Context: an optimization exercise on an open-source flow, tuned for small area, a short achievable clock period and few clock cycles. The choices shown serve that exercise and are no tape-out recipe. The RTL was checked by simulation tests, not by an equivalence proof against the original design.

**flow/run.sh**
```bash
#!/bin/bash
# synth_recipe.tcl (not shown) runs the flow's synth.tcl, then flattens the netlist and writes it again
# the make line also repeats each setting of config.mk as NAME=value (left out here)
make -C /OpenROAD-flow-scripts/flow DESIGN_CONFIG=/design/flow/config.mk WORK_HOME=/design/flow/orfs CLKGATE_MAP_FILE= SYNTH_SCRIPT=/design/flow/synth_recipe.tcl finish
```
**flow/config.mk**
```make
export PLATFORM = sky130hd
export DESIGN_NAME = wn_dot
export DESIGN_NICKNAME = wn_dot
export VERILOG_FILES = /design/flow/design.v
export SDC_FILE = /design/flow/constraint.sdc
export NUM_CORES = 4
export LEC_CHECK = 0
export CAP_MARGIN = 20
export CORE_MARGIN = 2
export CORE_UTILIZATION = 40
export SLEW_MARGIN = 20
```
**flow/constraint.sdc**
```tcl
create_clock -name core_clock -period 8.0 [get_ports {clk}]
set_input_delay 1.6000 -clock core_clock [delete_from_list [all_inputs] [get_ports {clk}]]
set_output_delay 1.6000 -clock core_clock [all_outputs]
set_load 0.01 [all_outputs]
```
**flow/design.v**
```verilog
module wn_dot #(
   parameter int unsigned NCH  = 16,
   parameter int unsigned DW   = 8,
   parameter int unsigned AW   = 4,
   parameter int unsigned ACCW = 2*DW+AW,
   parameter int unsigned OW   = DW
) (
   input  logic                     clk,
   input  logic                     xrst,
   input  logic                     start,
   input  logic [AW-1:0]            len,
   input  logic                     relu,
   output logic [AW-1:0]            x_raddr,
   input  logic signed [DW-1:0]     x_rdata,
   output logic [NCH*AW-1:0]        w_raddr,
   input  logic signed [NCH*DW-1:0] w_rdata,
   output logic [NCH*OW-1:0]        y,
   output logic                     busy,
   output logic                     finish
);
   localparam int unsigned PW = 2*DW;
   localparam logic signed [ACCW-1:0] LP_MAX = {{(ACCW-OW+1){1'b0}}, {(OW-1){1'b1}}};
   localparam logic signed [ACCW-1:0] LP_MIN = {{(ACCW-OW+1){1'b1}}, {(OW-1){1'b0}}};
   typedef enum logic [1:0] {ST_IDLE, ST_RUN, ST_DRAIN, ST_DONE} state_t;
   state_t                  r_state;
   state_t                  w_state_nxt;
   logic [AW-1:0]           r_addr;
   logic [AW-1:0]           r_len_m1;
   logic                    r_relu;
   logic                    r_dv;
   logic                    r_busy;
   logic                    r_finish;
   logic [NCH*OW-1:0]       r_y;
   logic signed [ACCW-1:0]  r_acc     [NCH];
   logic signed [PW-1:0]    w_prod    [NCH];
   logic signed [ACCW-1:0]  w_acc_nxt [NCH];
   logic [NCH*OW-1:0]       w_y_nxt;
   function automatic logic [OW-1:0] f_sat(input logic signed [ACCW-1:0] a, input logic rl);
      if (rl && a[ACCW-1]) f_sat = {OW{1'b0}};
      else if (a > LP_MAX) f_sat = LP_MAX[OW-1:0];
      else if (a < LP_MIN) f_sat = LP_MIN[OW-1:0];
      else                 f_sat = a[OW-1:0];
   endfunction
   always_ff @(posedge clk or negedge xrst) begin
      if (!xrst) r_state <= ST_IDLE;
      else       r_state <= w_state_nxt;
   end
   always_comb begin
      w_state_nxt = r_state;
      case (r_state)
         ST_IDLE:  if (start) w_state_nxt = ST_RUN;
         ST_RUN:   if (r_addr == r_len_m1) w_state_nxt = ST_DRAIN;
         ST_DRAIN: w_state_nxt = ST_DONE;
         ST_DONE:  w_state_nxt = ST_IDLE;
         default:  w_state_nxt = ST_IDLE;
      endcase
   end
   always_comb begin
      w_y_nxt   = '0;
      for (int c = 0; c < NCH; c++) begin
         w_prod[c]    = PW'($signed(w_rdata[c*DW +: DW])) * PW'(x_rdata);
         w_acc_nxt[c] = r_acc[c] + ACCW'(w_prod[c]);
         w_y_nxt[c*OW +: OW] = f_sat(w_acc_nxt[c], r_relu);
      end
   end
   always_ff @(posedge clk or negedge xrst) begin
      if (!xrst) begin
         r_addr   <= '0;
         r_len_m1 <= '0;
         r_relu   <= 1'b0;
         r_dv     <= 1'b0;
         r_busy   <= 1'b0;
         r_finish <= 1'b0;
         r_y      <= '0;
         for (int c = 0; c < NCH; c++) r_acc[c] <= '0;
      end else begin
         r_busy   <= (w_state_nxt != ST_IDLE);
         r_finish <= (r_state == ST_DRAIN);
         r_dv     <= (r_state == ST_RUN);
         if (r_state == ST_IDLE && start) begin
            r_len_m1 <= AW'(len - AW'(1));
            r_relu   <= relu;
            r_addr   <= '0;
            for (int c = 0; c < NCH; c++) r_acc[c] <= '0;
         end
         if (r_state == ST_RUN && r_addr != r_len_m1) r_addr <= r_addr + AW'(1);
         if (r_dv) begin
            for (int c = 0; c < NCH; c++) r_acc[c] <= w_acc_nxt[c];
         end
         if (r_state == ST_DRAIN) r_y <= w_y_nxt;
      end
   end
   assign x_raddr = r_addr;
   assign w_raddr = {NCH{r_addr}};
   assign y       = r_y;
   assign busy    = r_busy;
   assign finish  = r_finish;
endmodule
```
==> results of run 1 <==
==> state kept, by name, summed over array words and instances, names as in the netlist <==
| signal | flops |
|---|---|
| r_len_m1 | 4 |
| r_acc | 320 |
| r_busy | 1 |
| r_finish | 1 |
| r_y | 128 |
| r_state | 2 |
| r_addr | 4 |
| r_relu | 1 |
| r_dv | 1 |
==> worst reg2reg max path, delay by kind of cell, from the launching register on <==
kind | cells | cell delay (ps)
compound gates | 2 | 690
fa+ha+maj | 6 | 2810
buf+inv | 2 | 110
flops | 1 | 320
simple gates | 6 | 1940
==> metal layers <==
layer | GRT usage (%) | routed length, um
met5 | 0 | 34
met4 | 6.822 | 6679
met3 | 2.795 | 8825
met2 | 38.18 | 102300
met1 | 30.11 | 91420
==> through the flow <==
step           instance area [sq um]  setup TNS [ps]  setup slack, ps
2_1_floorplan                  76130               0            272.7
3_3_place_gp                   83980               0            6.008
3_5_place_dp                   83980          -204.9           -56.99
4_1_cts                        86510               0            686.9
5_1_grt                        86530               0            316.9
6_report                       86540               0            625.7
==> logic make-up (layout without fill, tap and decap cells) <==
logic type / count (synthesis) / in the layout / share of synthesized area, %
compound gates: 1144 / 1144 / 10.27
xor+xnor: 312 / 312 / 3.644
fa+ha+maj: 2146 / 2146 / 49.15
buf+inv: 1708 / 2177 / 8.752
flops: 462 / 462 / 15.19
mux: 3 / 3 / 0.03945
other cells: 0 / 14 / 0
simple gates: 2073 / 2073 / 12.96
==> cell type report <==
cell class | instances | area [sq um]
fill | 18040 | 103000
multi-input combinational | 5678 | 57940
sequential | 462 | 11560
timing repair buffer | 651 | 6080
inverter | 1396 | 5250
tap | 2511 | 3142
clock buffer | 94 | 2039
clock inverter | 36 | 489.2
antenna | 14 | 35.03
==> how the worst max path moves through the flow <==
| stage | from | to | slack, ps | depth (start not counted) |
|---|---|---|---|---|
| after floorplan | x_rdata[0] | r_y[0]$_DFFE_PN0P_ | 270 | 20 |
| after global placement | w_rdata[7] | r_y[6]$_DFFE_PN0P_ | 6 | 20 |
| after detailed placement | w_rdata[111] | r_y[104]$_DFFE_PN0P_ | -60 | 18 |
| after CTS | w_rdata[111] | r_y[108]$_DFFE_PN0P_ | 690 | 18 |
| after global routing | x_rdata[4] | r_y[68]$_DFFE_PN0P_ | 320 | 22 |
| final | w_rdata[7] | r_y[6]$_DFFE_PN0P_ | 630 | 19 |
==> cell usage in the layout (no fill, tap or decap), types with 15 or more instances in the layout <==
master	count
a2111oi_0	15
a211oi_1	36
a21o_1	67
a21oi_1	172
a221o_1	39
a22o_1	66
a22oi_1	23
a31o_2	16
a31oi_1	29
and2_1	441
and3_1	27
and4_1	15
buf_12	27
buf_4	285
clkbuf_16	76
clkdlybuf4s50_1	332
dfrtp_1	461
fa_1	1408
ha_1	738
inv_1	1393
nand2_1	973
nand2b_1	42
nand3_1	83
nand4_1	32
nor2_1	268
nor2b_1	15
nor3_1	53
nor4_1	27
o21a_1	46
o21ai_0	292
o21bai_1	38
o22ai_1	48
o31ai_1	116
or3_1	18
or4_1	15
xnor2_1	222
xor2_1	87
==> metrics.md, run 1 <==
| Metric | Value |
|---|---|
| Nets@finish | roughly 11000 |
| Post-CTS Setup Bufs | 0 |
| CTS root buf | clkbuf_16 |
| Die Width | about 440 um |
| Global-route wire length before repair | between 300000 and 400000 um |
| Slowest cell delay on critical path | a little under 800 ps |
| Worst skew pair latency | 700 ps |
| Maximum clock rate | between 100 and 150 MHz |
| Final setup vio count | 0 |
| Max-slew violations | 0 |
| Min-Delay Path Class | flop to flop |
| Core region area | 0.1896 sq mm |
| R2R depth | 16 |
| Ys flop type | dfrtp_1 |
| Final Hold Fails | 0 |
| WP data required | between 8000 and 9000 ps |
| Residual DRC | 0 |
| CTS tree | built |
| Post-Syn Instances | between 7000 and 8000 |
| Worst-Margin Slew | about 1000 ps |
| Clk slew on worst S/H paths | approximately 60 ps |
| Sink Count | ~460 |
| Worst path cell trace | clkdlybuf4s50_1, buf_4, nand2_1, fa_1, fa_1, inv_1, fa_1, fa_1, ha_1, ha_1, a21oi_1, o21ai_0, or3_1, o221a_2, o31a_1, a31o_2, o21ai_0, nand2_1, a221o_1 |
| Slowest stage cell, crit path | fa_1 |
| GPL Wtd Cong | just under 0.9 |
| CTS Buf Count | 72 |
| # hold bufs at CTS | 0 |
| Final HPWL DP | roughly 160000 um |
| Starting Density | 40.16% |
| CP endpoint kind | flop |
| Syn Nets | 10140 |
| Final ANT Viol Nets | 0 |
| RSZ-0062 raised after global routing | no |
| GRT Util Overall | 22.53% |
| Initial DRC Count | 3200 |
| Hold depth | 2 |
| Max-Cap Viols | 0 |
| Synthesized area per cell | just under 10 sq um |
| Initial antenna violation count | 23 |
| R2R Path Start | r_acc[0][6]$_DFFE_PN0P_ |
| Top cells by area, synth | fa_1, dfrtp_1, ha_1, inv_1, nand2_1 |
| Area grow syn2layout | 13.68% |
| Layout cells sized above 1 | slightly above 6% |
| Die height | 440.3 um |
| Clock skew | around 31 ps |
| Worst setup SP type | input port |
| Fin crit share | around 92% |
| EDFF count, synth | 0 |
| Finished Core Util | between 40% and 50% |
| CTS Buffer Depth | 3 |
| FF+latch count, synth | roughly 460 |
| Synth top cells by count | fa_1, inv_1, nand2_1 |
| Post-CTS Resized | 0 |
| Synthesized area | 0.07613 sq mm |
| Async SR Flop Fraction | 100.0% |
| Ports | approximately 340 |
| Final Instance Count excl. Fillers | approximately 11000 |
| CTS H-tree depth | 3 |
| Post-DR vias/cell | roughly 5.2 |
| Minimum clock period | about 7400 ps |
| DIE AREA | approximately 0.19 sq mm |
| Top cell type's share of synthesized area | a little under two fifths |
| Hold path startpoint | r_y[127]$_DFFE_PN0P_ |
| Yosys cell types | 93 |
| Outcome | finished clean |
| CP Max Fanout | 7 |
| RR Endpoint | r_y[6]$_DFFE_PN0P_ |
| Row count | between 150 and 200 |
| Cell with the most instances after synthesis | fa_1 |
| Vias in the first global route | 61580 |
| Pre-antenna DRT Iters | 6 |
| Cell family with most CP delay | adder cells |
| CP arrival | between 7000 and 8000 ps |
| GR Overflow Total | 0 |
| Most used cell, CP | fa_1 |
| Worst Hold End | r_y[127]$_DFFE_PN0P_ |
| WHS | roughly 470 ps |
| Largest net degree at the start of global routing | approximately 150 |
| Reg2Reg Setup Slack | 2030 ps |
| Worst Path Buf+Inv | 3 |
| Inst Count DP | 10700 |
| Worst setup path class | input port to flop |
| Sequential share of the synthesized area | approximately 15% |
| YS warnings | 4 |
| Wirelength per Cell | 19.30 um |
| Port Buf Inserts | about 340 |
| WL final | approximately 210000 um |
| Max-slew headroom | a little under a third |
| Synth area leader | fa_1 |
| Vias | approximately 56000 |
Testbench counts, summed over its fixed seeds: cycles 18,718.
==> run 2: changes to the inputs <==
==> flow/design.v (replaced) <==
module wn_dot #(
   parameter int unsigned NCH  = 16,
   parameter int unsigned DW   = 8,
   parameter int unsigned AW   = 4,
   parameter int unsigned ACCW = 2*DW+AW,
   parameter int unsigned OW   = DW
) (
   input  logic                     clk,
   input  logic                     xrst,
   input  logic                     start,
   input  logic [AW-1:0]            len,
   input  logic                     relu,
   output logic [AW-1:0]            x_raddr,
   input  logic signed [DW-1:0]     x_rdata,
   output logic [NCH*AW-1:0]        w_raddr,
   input  logic signed [NCH*DW-1:0] w_rdata,
   output logic [NCH*OW-1:0]        y,
   output logic                     busy,
   output logic                     finish
);
   logic          r_busy;
   logic          r_run;       
   logic [AW-1:0] r_addr;
   logic [AW-1:0] r_len_m1;
   logic          r_relu;
   logic          r_first1, r_first2;
   logic          r_last1, r_last2;
   logic          r_finish;
   logic w_accept, w_fetch, w_last;
   assign w_accept = start & ~r_busy;
   assign w_fetch  = w_accept | r_run;
   assign w_last   = w_accept ? (len == AW'(1)) : (r_run & (r_addr == r_len_m1));
   always_ff @(posedge clk or negedge xrst) begin
      if (!xrst) begin
         r_busy   <= 1'b0;
         r_run    <= 1'b0;
         r_addr   <= '0;
         r_len_m1 <= '0;
         r_relu   <= 1'b0;
         r_first1 <= 1'b0;
         r_first2 <= 1'b0;
         r_last1  <= 1'b0;
         r_last2  <= 1'b0;
         r_finish <= 1'b0;
      end else begin
         r_busy   <= w_accept | (r_busy & ~r_last2);
         r_run    <= w_fetch & ~w_last;
         r_addr   <= (w_fetch & ~w_last) ? r_addr + AW'(1) : '0;
         if (w_accept) begin
            r_len_m1 <= len - AW'(1);
            r_relu   <= relu;
         end
         r_first1 <= w_accept;
         r_first2 <= r_first1;
         r_last1  <= w_last;
         r_last2  <= r_last1;
         r_finish <= r_last2;
      end
   end
   logic signed [DW-1:0]   r_x;
   logic signed [DW-1:0]   r_w   [NCH];
   logic signed [ACCW-1:0] r_acc [NCH];
   always_ff @(posedge clk) begin
      r_x <= x_rdata;
      for (int c = 0; c < NCH; c++) begin
         r_w[c]   <= w_rdata[c*DW +: DW];
         r_acc[c] <= (r_first2 ? ACCW'(0) : r_acc[c]) + ACCW'(r_x * r_w[c]);
      end
   end
   always_comb begin
      for (int c = 0; c < NCH; c++) begin
         logic signed [ACCW-1:0] a;
         a = r_acc[c];
         if (r_relu && a[ACCW-1])                      y[c*OW +: OW] = '0;
         else if (a[ACCW-1:OW-1] == '0 || a[ACCW-1:OW-1] == '1) y[c*OW +: OW] = a[OW-1:0];
         else if (a[ACCW-1])                            y[c*OW +: OW] = {1'b1, {(OW-1){1'b0}}};
         else                                           y[c*OW +: OW] = {1'b0, {(OW-1){1'b1}}};
      end
   end
   assign x_raddr = r_addr;
   assign w_raddr = {NCH{r_addr}};
   assign busy    = r_busy;
   assign finish  = r_finish;
endmodule
==> run 2 against run 1 <==
Sequential share of layout area shrank 1.2 points. First-iteration DRC count decreased by 45%. Flip-flop and latch count is 10 higher. Clock skew is 0.93 ps higher. Count of clock-buffer cells in the layout shrank 4. Synthesized cell count is 9.5% lower. Worst hold slack worse by 120 ps. Global-route usage down 3.6 points. Routed wire length shrank 23%.
==> metrics.md, run 2 <==
| Metric | Value |
|---|---|
| Outcome | finished clean |
| Initial DRC Count | 1765 (-45%) |
| Global-route wire length before repair | 274600 um (-20%) |
| Max-Cap Viols | 0 (unchanged) |
| Async SR Flop Fraction | 3.390% (-97 points) |
| DIE AREA | 0.1795 sq mm (-7.4%) |
| Final HPWL DP | 133400 um (-19%) |
| Worst Path Buf+Inv | 3 (unchanged) |
| Sequential share of the synthesized area | 13.53% (-1.7 points) |
| YS warnings | 3 (-1) |
| Simple-Gate Fraction of Synth Area | 14.15% (+1.2 points) |
| Fin crit share | 80.97% (-11 points) |
| Initial antenna violation count | 11 (-52%) |
| Most frequent cells in the layout | fa_1, inv_1, ha_1, nand2_1, and2_1 |
| Synth top cells by count | fa_1, inv_1, ha_1 |
| Minimum clock period | 6478 ps (-896.8 ps) |
| Clk slew on worst S/H paths | 60 ps (about the same) |
| Layout cells sized above 1 | 2.888% (-3.1 points) |
| EDFF count, synth | 0 (unchanged) |
| Clock skew | 32.38 ps (+0.9288 ps) |
| Largest registers | r_acc x320, r_w x128, r_x x8 |
| Syn Nets | 9393 (-7.3%) |
| DR WL met3 | 4793 um (-46%) |
| Worst skew pair latency | 710 ps (about the same) |
| Min-Delay Path Class | flop to flop |
| Top cell type's share of synthesized area | 40.01% (+3.0 points) |
| Yosys cell types | 73 (-22%) |
| Synth area leader | fa_1 |
| Vias in the first global route | 52750 (-14%) |
| Synthesized area | 0.07045 sq mm (-7.5%) |
| Port Buf Inserts | 341 (unchanged) |
| Max-slew violations | 0 (unchanged) |
| CP endpoint kind | flop |
| Die height | 423.7 um (-3.8%) |
| Final Instance Count excl. Fillers | 9718 (-10%) |
| Max-slew headroom | 41.09% (+11 points) |
| Slowest stage cell, crit path | dfxtp_4 |
| Synth Area in Adders | 53.13% (+4.0 points) |
| Final ANT Viol Nets | 0 (unchanged) |
| CTS Buffer Depth | 3 (unchanged) |
| Slowest cell delay on critical path | 830 ps (+50 ps) |
| Crit path from | r_x[7]$_DFF_P_ |
| Residual DRC | 0 (unchanged) |
| Ys flop type | dfxtp_1 |
| Largest net degree at the start of global routing | 65 (-56%) |
| Row count | 154 (-3.8%) |
| WL final | 161600 um (-23%) |
| Vias | 46970 (-16%) |
| TNS Setup | 0 ps (unchanged) |
| Post-CTS Setup Bufs | 0 (unchanged) |
| Die Width | 423.7 um (-3.8%) |
| Final setup vio count | 0 (unchanged) |
| RSZ-0062 raised after global routing | no |
| Maximum clock rate | 154.4 MHz (+14%) |
| # hold bufs at CTS | 0 (unchanged) |
| Synth Area in Compound Gates | 5.990% (-4.3 points) |
| Worst setup path class | flop to flop |
| Post-Syn Instances | 7102 (-9.5%) |
| Final WS setup | 1522 ps (+896.8 ps) |
| Ports | 342 (unchanged) |
| Most common cell after layout, fill and taps aside | fa_1 |
| Area grow syn2layout | 11.45% |
| Fillcell total | 16590 (-8.0%) |
| Max FFs per register | 320 (unchanged) |
| Inst Count DP | 9589 (-10%) |
| GRT Util Overall | 18.91% (-3.6 points) |
| Met2 wire len | 84380 um (-18%) |
| Worst slack, placed | 1490 ps (+1547 ps) |
| Worst setup SP type | flop |
| WP data required | 8630 ps (+70 ps) |
| Post-DR vias/cell | 4.833 (-6.6%) |
| Hold path startpoint | r_first1$_DFF_PN0_ |
| Main combinational cell family by area after synthesis | adder cells |
| Most flop-heavy register | r_acc |
| Starting Density | 40.14% (about the same) |
| CTS root buf | clkbuf_16 |
| Sequential cell area | 0.009567 sq mm (-17%) |
| CTS H-tree depth | 3 (unchanged) |
| GR Overflow Total | 0 (unchanged) |
| FF+latch count, synth | 472 (+2.2%) |
| R2R Path Start | r_x[7]$_DFF_P_ |
| Mux contribution to synthesized area | 0% (-0.039 points) |
| Nets@finish | 9612 (-8.9%) |
| GPL Wtd Cong | 0.8564 (-3.0%) |
| CP arrival | 7110 ps (-830 ps) |
| Synthesized area per cell | 9.920 sq um (+2.3%) |
| CP Max Fanout | 45 (+38) |
| Pre-antenna DRT Iters | 5 (-1) |
| Sink Count | 472 (+2.2%) |
| Top cells by area, synth | fa_1, ha_1, dfxtp_1, inv_1, and2_1 |
| Worst-Margin Slew | 883.7 ps (-166.2 ps) |
| Top Layer Used | met5 |
| Worst path cell trace | buf_4, and2_1, inv_1, fa_1, inv_1, fa_1, fa_1, fa_1, fa_1, ha_1, a2111oi_2, nor3_1, a21oi_2, a21oi_2, a311o_1, a21oi_2, xnor2_1 |
| Post-CTS Resized | 0 (unchanged) |
| Cell family with most CP delay | adder cells |
| Most used cell, CP | fa_1 |
| WL met1 | 68110 um (-25%) |
| CTS Buf Count | 70 (-2.8%) |
| Core region area | 0.1755 sq mm (-7.4%) |
| Cell with the most instances after synthesis | fa_1 |
| Xor/xnor share of the synthesized area | 4.190% (+0.55 points) |
| CTS tree | built |
| Wirelength per Cell | 16.63 um (-14%) |
| Final Hold Fails | 0 (unchanged) |
| Multi-input logic area | 0.05457 sq mm (-5.8%) |
[run 2: final timing paths]
kind / end / slack [ps] / depth (start not counted)
hold reg to reg: r_first2$_DFF_PN0_ / 350 / 0
min in group asynchronous: r_finish$_DFF_PN0_ / 1330 / 1
setup / recovery: r_acc[6][19]$_DFF_P_ / 1520 / 17
hold / removal: r_first2$_DFF_PN0_ / 350 / 0
max in group asynchronous: r_relu$_DFFE_PN0P_ / 6150 / 1
setup reg to reg: r_acc[6][19]$_DFF_P_ / 1520 / 17
[run 2: cell families (layout without fill, tap and decap cells)]
logic type,count (synthesis),in the layout
buffers and inverters,1627,1901
and+or+nand+nor,1905,1905
xor gates and xnor gates,337,337
other,0,2
DFF,472,472
AOI/OAI and AO/OA,614,614
adders and majority gates,2147,2147
[run 2: area by class of cell]
type	instances	share of cell area [%]
Sequential cell	472	12.18
Clock buffer	90	2.456
Antenna cell	2	0.006374
Inverter	1393	6.660
Timing Repair Buffer	381	4.905
Tap cell	2340	3.729
Clock inverter	37	0.5514
Multi-Input combinational cell	5003	69.51
[run 2: per-layer routing]
metal	GRT usage (%)	up-vias
li1	-	22150
met1	23.42	24010
met2	34.32	611
met3	2.186	200
met4	5.694	2
met5	0	-
[run 2: through the flow]
stage / hold WS [ps] / instance area [sq um] / utilization (%)
floorplan: 331.2 / 70450 / -
global placement: 336.0 / 76150 / 43.38
detailed placement: 337.1 / 76150 / 43.38
CTS: 350.3 / 78510 / 44.73
global route: 365.2 / 78520 / 44.73
finish: 348.6 / 78520 / 44.73
Testbench counts of run 2, summed over its fixed seeds: cycles 17,126.

what the ideal ports hide:
No port has a modelled driver above. Below, the same layouts with a new extraction and two added sets of constraints.
Step 1 (the two cells are an assumption about what drives the block):
set clk [get_ports {clk}]
set_driving_cell -lib_cell sky130_fd_sc_hd__clkbuf_16 $clk
set_driving_cell -lib_cell sky130_fd_sc_hd__buf_2 [delete_from_list [all_inputs] $clk]
Step 2 times the ports against the registers' clock, not the clock port: input delays grow and output delays shrink by t, the midpoint of the rising clock arrivals with the driver on.
Slacks: ideal ports / drivers / drivers and shift; pairs: ideal ports / drivers.
run	t, ns	setup slack, ns	hold WS [ns]	slew at the worst register clock pin (ns)
run 1	0.776	0.626 / 0.629 / -0.147	0.470 / 0.470 / 0.470	0.06 / 0.06
run 2	0.782	1.522 / 1.522 / 1.522	0.349 / 0.349 / 0.349	0.06 / 0.06
Met with ideal ports but missed after step 2: setup timing in run 1. For run 1, which loses most, drivers alone change the setup slack by +0.003 ns; drivers and shift together by -0.773 ns.
